Source: an optimization exercise on an open RTL-to-GDS flow (aim: small area, a short achievable clock period and few clock cycles per item). Production flows keep margins and buffers that such runs may drop. Where RTL was checked, it was by simulation tests only, not by an equivalence proof against the original. Power and IR drop assume default switching activity.

== rev 12 ==
==> flow/design.v <==
package pkt_pkg;
  localparam int DATA_W  = 64;
  localparam int EMPTY_W = 3;
  typedef logic [DATA_W-1:0]  data_t;
  typedef logic [EMPTY_W-1:0] empty_t;
  typedef struct packed {
    logic   sop;
    logic   eop;
    empty_t empty;
    data_t  data;
  } beat_t;
  typedef enum logic [1:0] {
    TX_IDLE = 2'd0,
    TX_LOAD = 2'd1,
    TX_SEND = 2'd2,
    TX_DONE = 2'd3
  } tx_state_t;
endpackage
`timescale 1ns/1ps
module pkt_loopback_top #(
  parameter int FIFO_DEPTH = 8,
  parameter int MAX_BEATS  = 16
) (
  input  logic  rd_clk,
  input  logic  rd_rst_n,
  input  logic  rx_valid,
  output logic  rx_ready,
  input  pkt_pkg::beat_t rx_beat,
  input  logic  tx_enable,
  input  logic  tx_ready,
  output logic  tx_valid,
  output pkt_pkg::beat_t tx_beat
);
  localparam int N  = MAX_BEATS;
  localparam int PW = $clog2(N);
  localparam int CW = $clog2(N + 1);
  localparam int EW = pkt_pkg::DATA_W + pkt_pkg::EMPTY_W + 1;
  logic [EW-1:0] ring [0:N-1];
  logic [PW-1:0] dh;        
  logic          dh0;       
  logic [PW-1:0] dt;        
  logic [CW-1:0] count;     
  logic [CW-1:0] ccount;    
  logic          rdy_n;     
  logic          wsel_n;    
  logic          wsel;      
  logic          tv;        
  pkt_pkg::beat_t ob;       
  logic          drop;      
  logic          last_eop;  
  logic          en_seen;   
  logic          empty;
  logic          one;
  logic          full;
  logic          ccnz;
  logic          cc_one;
  logic          dt1;
  logic          ovf;
  logic          acc;
  logic          store;     
  logic          discard;
  logic          commit;
  logic          take;      
  logic          new_head;
  logic          drop_nxt;
  logic          high;      
  logic [CW-1:0] count_nxt;
  logic [pkt_pkg::DATA_W-1:0] rd_data;
  logic [pkt_pkg::DATA_W-1:0] rd_inc;
  logic          rdy_0;
  logic          rdy_s;
  logic          rdy_t;
  logic          rdy_st;
  logic          wsel_s;
  logic          wsel_t;
  logic [EW-1:0] wr_ent;
  assign empty   = (count == '0);
  assign one     = (count == CW'(1));
  assign full    = (count == CW'(N));
  assign high    = (count >= CW'(N - 1));
  assign ccnz    = (ccount != '0);
  assign cc_one  = (ccount == CW'(1));
  assign dt1     = (dt == PW'(1));
  assign ovf     = full && !ccnz;
  assign acc     = rx_valid && !rdy_n;
  assign store   = acc && !drop && !ovf;
  assign discard = acc && !drop && ovf;
  assign commit  = store && rx_beat.eop;
  assign take    = dh0 && en_seen && (!tv || tx_ready) && !empty &&
                   (ccnz || commit);
  assign new_head = store && (empty || (take && one));
  assign drop_nxt = (acc && (drop || ovf)) ? !rx_beat.eop : drop;
  always_comb begin
    count_nxt = count;
    if (discard) begin
      count_nxt = '0;
    end else if (store && !take) begin
      count_nxt = count + 1'b1;
    end else if (take && !store) begin
      count_nxt = count - 1'b1;
    end
  end
  assign rdy_0  = (full && !ccnz) || (!full && (empty || dt1));
  assign rdy_s  = !high || (!ccnz && !rx_beat.eop);
  assign rdy_t  = one || dt1;
  assign rdy_st = !full || !(rx_beat.eop || (ccnz && !cc_one));
  assign wsel_s = (count != CW'(N - 1));
  assign wsel_t = one || dt1;
  assign wr_ent = {rx_beat.eop,
                   rx_beat.eop ? rx_beat.empty : pkt_pkg::EMPTY_W'(0),
                   rx_beat.data};
  always_ff @(posedge rd_clk or negedge rd_rst_n) begin
    if (!rd_rst_n) begin
      dh       <= '0;
      dh0      <= 1'b1;
      dt       <= '0;
      count    <= '0;
      ccount   <= '0;
      rdy_n    <= 1'b0;
      wsel_n   <= 1'b0;
      wsel     <= 1'b1;
      tv       <= 1'b0;
      drop     <= 1'b0;
      last_eop <= 1'b1;
      en_seen  <= 1'b0;
    end else begin
      if (new_head) begin
        dh  <= PW'(N - 2);
        dh0 <= 1'b0;
      end else if (take) begin
        dh  <= '0;
        dh0 <= 1'b1;
      end else begin
        dh  <= dh - 1'b1;
        dh0 <= (dh == PW'(1));
      end
      if (store || discard || (take && one) || empty) begin
        dt <= '0;
      end else begin
        dt <= dt - 1'b1;
      end
      count <= count_nxt;
      if (commit) begin
        ccount <= count_nxt;
      end else if (take) begin
        ccount <= ccount - 1'b1;
      end
      if (drop_nxt || discard) begin
        rdy_n <= 1'b0;
      end else begin
        case ({store, take})
          2'b00:   rdy_n <= !rdy_0;
          2'b10:   rdy_n <= !rdy_s;
          2'b01:   rdy_n <= !rdy_t;
          default: rdy_n <= !rdy_st;
        endcase
      end
      if (discard) begin
        wsel_n <= 1'b0;
        wsel   <= 1'b1;
      end else begin
        case ({store, take})
          2'b00:   begin
            wsel_n <= !(!full && (empty || dt1));
            wsel   <= !full && (empty || dt1);
          end
          2'b10:   begin
            wsel_n <= !wsel_s;
            wsel   <= wsel_s;
          end
          2'b01:   begin
            wsel_n <= !wsel_t;
            wsel   <= wsel_t;
          end
          default: begin
            wsel_n <= full;
            wsel   <= !full;
          end
        endcase
      end
      tv       <= take || (tv && !tx_ready);
      en_seen  <= en_seen || tx_enable;
      drop     <= drop_nxt;
      if (take) begin
        last_eop <= ring[1][EW-1];
      end
    end
  end
  localparam int NG = pkt_pkg::DATA_W / 8;
  logic [NG-1:0] rd_grp;    
  always_ff @(posedge rd_clk) begin
    for (int g = 0; g < NG; g++) begin
      rd_grp[g] <= &ring[2][8*g +: 8];
    end
  end
  assign rd_data = ring[1][pkt_pkg::DATA_W-1:0];
  always_comb begin
    logic lo_grp;
    logic lo_bit;
    for (int g = 0; g < NG; g++) begin
      lo_grp = 1'b1;
      for (int h = 0; h < g; h++) begin
        lo_grp = lo_grp & rd_grp[h];
      end
      lo_bit = 1'b1;
      for (int b = 0; b < 8; b++) begin
        rd_inc[8*g+b] = rd_data[8*g+b] ^ (lo_grp & lo_bit);
        lo_bit = lo_bit & rd_data[8*g+b];
      end
    end
  end
  always_ff @(posedge rd_clk) begin
    for (int i = 0; i < N - 1; i++) begin
      ring[i] <= ring[i+1];
    end
    ring[N-1] <= (ring[0] & {EW{wsel_n}}) | (wr_ent & {EW{wsel}});
  end
  always_ff @(posedge rd_clk or negedge rd_rst_n) begin
    if (!rd_rst_n) begin
      ob <= '0;
    end else begin
      ob <= ({last_eop, ring[1][EW-1:pkt_pkg::DATA_W], rd_inc} & {$bits(ob){take}}) |
            (ob & {$bits(ob){!tx_ready}});
    end
  end
  assign rx_ready = !rdy_n;
  assign tx_valid = tv;
  assign tx_beat  = ob;
endmodule
export LEC_CHECK = 0
export ABC_AREA = 1
export CAP_MARGIN = 20
export CORE_MARGIN = 2
export CORE_UTILIZATION = 65
export CTS_CLUSTER_DIAMETER = 100
export CTS_CLUSTER_SIZE = 28
export SETUP_SLACK_MARGIN = 3.15
export SLEW_MARGIN = 20
create_clock -name core_clock -period 5.5 [get_ports {rd_clk}]
standard.sh (not shown) runs the stock make flow with config.mk's settings and CLKGATE_MAP_FILE= SYNTH_SCRIPT=/design/flow/synth_recipe.tcl, a recipe that flattens the netlist after the stock synthesis.
==> flow/flow/run.sh <==
#!/bin/bash
# The standard layout, with the port buffers made from buf_2 cells
# instead of the delay buffers buffer_ports picks by default.
set -euo pipefail
export BUFFER_PORTS_ARGS="-buffer_cell sky130_fd_sc_hd__buf_2"
bash standard.sh > standard_flow.log 2>&1
Rev 12 closes out successfully: all stages finished, all timing, DRC and antenna checks passed.
Modified inputs, rev 13 compared to rev 12
--- a/flow/design.v
+++ b/flow/design.v
@@ -60,8 +60,9 @@
   logic          store;     
   logic          discard;
   logic          commit;
   logic          take;      
+  logic          fire;
   logic          new_head;
   logic          drop_nxt;
   logic          high;      
   logic [CW-1:0] count_nxt;
@@ -85,8 +86,9 @@
   assign acc     = rx_valid && !rdy_n;
   assign store   = acc && !drop && !ovf;
   assign discard = acc && !drop && ovf;
   assign commit  = store && rx_beat.eop;
+  assign fire    = tv && tx_ready;
   assign take    = dh0 && en_seen && (!tv || tx_ready) && !empty &&
                    (ccnz || commit);
   assign new_head = store && (empty || (take && one));
   assign drop_nxt = (acc && (drop || ovf)) ? !rx_beat.eop : drop;
@@ -217,11 +219,12 @@
   end
   always_ff @(posedge rd_clk or negedge rd_rst_n) begin
     if (!rd_rst_n) begin
       ob <= '0;
-    end else begin
-      ob <= ({last_eop, ring[1][EW-1:pkt_pkg::DATA_W], rd_inc} & {$bits(ob){take}}) |
-            (ob & {$bits(ob){!tx_ready}});
+    end else if (take) begin
+      ob <= {last_eop, ring[1][EW-1:pkt_pkg::DATA_W], rd_inc};
+    end else if (fire) begin
+      ob <= '0;
     end
   end
   assign rx_ready = !rdy_n;
   assign tx_valid = tv;
## What came out
- No stage failed in rev 13, and the final checks on the layout all came back clean.
- Status: clock power parity (rev 12, rev 13)
- Rev 12 and rev 13 ended up with roughly the same number of standard cells in the layout, taps in and fillers out.
- Actual slew at the worst max-slew pin: rev 13 > rev 12
- Multi-input logic cell count delta (rev 13 -> rev 12): insignificant
- Going from rev 12 to rev 13, maximum operating frequency has remained practically unchanged, total power per unit cell area has remained practically unchanged.
Testbench counts of rev 13, summed over its fixed seeds: cycles 14,877, items 14,749.
The RTL of rev 12 was laid out without a check of its function.

Setup of v6:
RTL: one of the versions met above, not the one the previous note started from.
Size: about 1800 cells after synthesis, ~1200 flip-flops, ~28000 um2 of cells after synthesis.
==> module pkt_loopback_top, before the edit <==
module pkt_loopback_top #(
  parameter int FIFO_DEPTH = 8,
  parameter int MAX_BEATS  = 16
) (
  input  logic  rd_clk,
  input  logic  rd_rst_n,
  input  logic  rx_valid,
  output logic  rx_ready,
  input  pkt_pkg::beat_t rx_beat,
  input  logic  tx_enable,
  input  logic  tx_ready,
  output logic  tx_valid,
  output pkt_pkg::beat_t tx_beat
);
  localparam int N  = MAX_BEATS;
  localparam int PW = $clog2(N);
  localparam int CW = $clog2(N + 1);
  localparam int EW = pkt_pkg::DATA_W + pkt_pkg::EMPTY_W + 1;
  logic [EW-1:0] ring [0:N-1];
  logic [PW-1:0] dh;        
  logic          dh0;       
  logic [PW-1:0] dt;        
  logic [CW-1:0] count;     
  logic [CW-1:0] ccount;    
  logic          rdy_n;     
  logic          wsel_n;    
  logic          wsel;      
  logic          tv;        
  pkt_pkg::beat_t ob;       
  logic          drop;      
  logic          last_eop;  
  logic          en_seen;   
  logic          empty;
  logic          one;
  logic          full;
  logic          ccnz;
  logic          cc_one;
  logic          dt1;
  logic          ovf;
  logic          acc;
  logic          store;     
  logic          discard;
  logic          commit;
  logic          take;      
  logic          fire;
  logic          new_head;
  logic          drop_nxt;
  logic          high;      
  logic [CW-1:0] count_nxt;
  logic [pkt_pkg::DATA_W-1:0] rd_data;
  logic [pkt_pkg::DATA_W-1:0] rd_inc;
  logic          rdy_0;
  logic          rdy_s;
  logic          rdy_t;
  logic          rdy_st;
  logic          wsel_s;
  logic          wsel_t;
  logic [EW-1:0] wr_ent;
  assign empty   = (count == '0);
  assign one     = (count == CW'(1));
  assign full    = (count == CW'(N));
  assign high    = (count >= CW'(N - 1));
  assign ccnz    = (ccount != '0);
  assign cc_one  = (ccount == CW'(1));
  assign dt1     = (dt == PW'(1));
  assign ovf     = full && !ccnz;
  assign acc     = rx_valid && !rdy_n;
  assign store   = acc && !drop && !ovf;
  assign discard = acc && !drop && ovf;
  assign commit  = store && rx_beat.eop;
  assign fire    = tv && tx_ready;
  assign take    = dh0 && en_seen && (!tv || tx_ready) && !empty &&
                   (ccnz || commit);
  assign new_head = store && (empty || (take && one));
  assign drop_nxt = (acc && (drop || ovf)) ? !rx_beat.eop : drop;
  always_comb begin
    count_nxt = count;
    if (discard) begin
      count_nxt = '0;
    end else if (store && !take) begin
      count_nxt = count + 1'b1;
    end else if (take && !store) begin
      count_nxt = count - 1'b1;
    end
  end
  assign rdy_0  = (full && !ccnz) || (!full && (empty || dt1));
  assign rdy_s  = !high || (!ccnz && !rx_beat.eop);
  assign rdy_t  = one || dt1;
  assign rdy_st = !full || !(rx_beat.eop || (ccnz && !cc_one));
  assign wsel_s = (count != CW'(N - 1));
  assign wsel_t = one || dt1;
  assign wr_ent = {rx_beat.eop,
                   rx_beat.eop ? rx_beat.empty : pkt_pkg::EMPTY_W'(0),
                   rx_beat.data};
  always_ff @(posedge rd_clk or negedge rd_rst_n) begin
    if (!rd_rst_n) begin
      dh       <= '0;
      dh0      <= 1'b1;
      dt       <= '0;
      count    <= '0;
      ccount   <= '0;
      rdy_n    <= 1'b0;
      wsel_n   <= 1'b0;
      wsel     <= 1'b1;
      tv       <= 1'b0;
      drop     <= 1'b0;
      last_eop <= 1'b1;
      en_seen  <= 1'b0;
    end else begin
      if (new_head) begin
        dh  <= PW'(N - 2);
        dh0 <= 1'b0;
      end else if (take) begin
        dh  <= '0;
        dh0 <= 1'b1;
      end else begin
        dh  <= dh - 1'b1;
        dh0 <= (dh == PW'(1));
      end
      if (store || discard || (take && one) || empty) begin
        dt <= '0;
      end else begin
        dt <= dt - 1'b1;
      end
      count <= count_nxt;
      if (commit) begin
        ccount <= count_nxt;
      end else if (take) begin
        ccount <= ccount - 1'b1;
      end
      if (drop_nxt || discard) begin
        rdy_n <= 1'b0;
      end else begin
        case ({store, take})
          2'b00:   rdy_n <= !rdy_0;
          2'b10:   rdy_n <= !rdy_s;
          2'b01:   rdy_n <= !rdy_t;
          default: rdy_n <= !rdy_st;
        endcase
      end
      if (discard) begin
        wsel_n <= 1'b0;
        wsel   <= 1'b1;
      end else begin
        case ({store, take})
          2'b00:   begin
            wsel_n <= !(!full && (empty || dt1));
            wsel   <= !full && (empty || dt1);
          end
          2'b10:   begin
            wsel_n <= !wsel_s;
            wsel   <= wsel_s;
          end
          2'b01:   begin
            wsel_n <= !wsel_t;
            wsel   <= wsel_t;
          end
          default: begin
            wsel_n <= full;
            wsel   <= !full;
          end
        endcase
      end
      tv       <= take || (tv && !tx_ready);
      en_seen  <= en_seen || tx_enable;
      drop     <= drop_nxt;
      if (take) begin
        last_eop <= ring[1][EW-1];
      end
    end
  end
  localparam int NG = pkt_pkg::DATA_W / 8;
  logic [NG-1:0] rd_grp;    
  always_ff @(posedge rd_clk) begin
    for (int g = 0; g < NG; g++) begin
      rd_grp[g] <= &ring[2][8*g +: 8];
    end
  end
  assign rd_data = ring[1][pkt_pkg::DATA_W-1:0];
  always_comb begin
    logic lo_grp;
    logic lo_bit;
    for (int g = 0; g < NG; g++) begin
      lo_grp = 1'b1;
      for (int h = 0; h < g; h++) begin
        lo_grp = lo_grp & rd_grp[h];
      end
      lo_bit = 1'b1;
      for (int b = 0; b < 8; b++) begin
        rd_inc[8*g+b] = rd_data[8*g+b] ^ (lo_grp & lo_bit);
        lo_bit = lo_bit & rd_data[8*g+b];
      end
    end
  end
  always_ff @(posedge rd_clk) begin
    for (int i = 0; i < N - 1; i++) begin
      ring[i] <= ring[i+1];
    end
    ring[N-1] <= (ring[0] & {EW{wsel_n}}) | (wr_ent & {EW{wsel}});
  end
  always_ff @(posedge rd_clk or negedge rd_rst_n) begin
    if (!rd_rst_n) begin
      ob <= '0;
    end else if (take) begin
      ob <= {last_eop, ring[1][EW-1:pkt_pkg::DATA_W], rd_inc};
    end else if (fire) begin
      ob <= '0;
    end
  end
  assign rx_ready = !rdy_n;
  assign tx_valid = tv;
  assign tx_beat  = ob;
endmodule
export LEC_CHECK = 0
export ABC_AREA = 1
export CAP_MARGIN = 20
export CORE_MARGIN = 2
export CORE_UTILIZATION = 65
export CTS_CLUSTER_DIAMETER = 100
export CTS_CLUSTER_SIZE = 28
export GPL_TIMING_DRIVEN = 0
export SETUP_SLACK_MARGIN = 3.15
export SLEW_MARGIN = 20
create_clock -name core_clock -period 5.5 [get_ports {rd_clk}]
Scripts as last shown in full above: flow/flow/run.sh
Testbench counts of v6, summed over its fixed seeds: cycles 14,877, items 14,749.
For v7, these inputs were changed with respect to v6:
--- a/flow/design.v
+++ b/flow/design.v
@@ -41,11 +41,10 @@
   logic [PW-1:0] dt;        
   logic [CW-1:0] count;     
   logic [CW-1:0] ccount;    
   logic          rdy_n;     
   logic          wsel_n;    
-  logic          wsel;      
   logic          tv;        
   pkt_pkg::beat_t ob;       
   logic          drop;      
   logic          last_eop;  
   logic          en_seen;   
@@ -118,11 +117,10 @@
       dt       <= '0;
       count    <= '0;
       ccount   <= '0;
       rdy_n    <= 1'b0;
       wsel_n   <= 1'b0;
-      wsel     <= 1'b1;
       tv       <= 1'b0;
       drop     <= 1'b0;
       last_eop <= 1'b1;
       en_seen  <= 1'b0;
     end else begin
@@ -157,29 +155,16 @@
           default: rdy_n <= !rdy_st;
         endcase
       end
       if (discard) begin
         wsel_n <= 1'b0;
-        wsel   <= 1'b1;
       end else begin
         case ({store, take})
-          2'b00:   begin
-            wsel_n <= !(!full && (empty || dt1));
-            wsel   <= !full && (empty || dt1);
-          end
-          2'b10:   begin
-            wsel_n <= !wsel_s;
-            wsel   <= wsel_s;
-          end
-          2'b01:   begin
-            wsel_n <= !wsel_t;
-            wsel   <= wsel_t;
-          end
-          default: begin
-            wsel_n <= full;
-            wsel   <= !full;
-          end
+          2'b00:   wsel_n <= !(!full && (empty || dt1));
+          2'b10:   wsel_n <= !wsel_s;
+          2'b01:   wsel_n <= !wsel_t;
+          default: wsel_n <= full;
         endcase
       end
       tv       <= take || (tv && !tx_ready);
       en_seen  <= en_seen || tx_enable;
       drop     <= drop_nxt;
@@ -213,11 +198,11 @@
   end
   always_ff @(posedge rd_clk) begin
     for (int i = 0; i < N - 1; i++) begin
       ring[i] <= ring[i+1];
     end
-    ring[N-1] <= (ring[0] & {EW{wsel_n}}) | (wr_ent & {EW{wsel}});
+    ring[N-1] <= wsel_n ? ring[0] : wr_ent;
   end
   always_ff @(posedge rd_clk or negedge rd_rst_n) begin
     if (!rd_rst_n) begin
       ob <= '0;
     end else if (take) begin
v6 → v7: synthesized area shows an increase of 96 um2; post-placement setup slack has decreased; data arrival at the endpoint of the critical path level.
Route | v7 vs v6 | wire longer in v7
Delta(minimum clock period, v7 - v6) > 0
Via count for v7 is higher than for v6.
Compared to v6, v7 has synthesized netlist net count 7.1% higher.
Compared with v6, v7 ends up with more cell area.
Diff v6 -> v7: number of clock buffers in the layout increased 2.8%; fraction of the mapped netlist area in adder cells essentially unchanged; clock slew seen by the registers of the worst setup and hold paths essentially unchanged.
Testbench counts of v7, summed over its fixed seeds: cycles 14,877, items 14,749.

afterwards: timing with drivers on the ports:
Ports are ideal in the flow. The routed layouts listed here were re-timed in OpenROAD.
Step 1, drivers: a clkbuf_16 drives rd_clk and a buf_2 each remaining input, both assumed.
Step 2, shift: input delay + t, output delay - t, t = (earliest + latest rising clock arrival at the registers) / 2. This alone moves slack from input paths to output paths.
a / b / c = ideal / step 1 / step 2; a / b = the first two.
| run | t, ns | slack for setup (ns) | worst setup path at the end | clock arrival spread, ns | cell pins on the clock port's net |
|---|---|---|---|---|---|
| rev 12 | 0.650 | 3.215 / 3.160 / 2.721 | input to register | 0.020 / 0.020 | 1 |
| rev 13 | 0.648 | 3.213 / 3.156 / 2.678 | input to register | 0.022 / 0.022 | 1 |
| v6 | 0.654 | 3.192 / 3.136 / 2.672 | input to register | 0.030 / 0.030 | 1 |
| v7 | 0.658 | 3.183 / 3.124 / 2.751 | input to register | 0.028 / 0.028 | 1 |
After both steps setup and hold are still met in every run listed. The setup slack of rev 13, which loses most, moves by -0.057 ns with the drivers and by -0.535 ns with both steps.
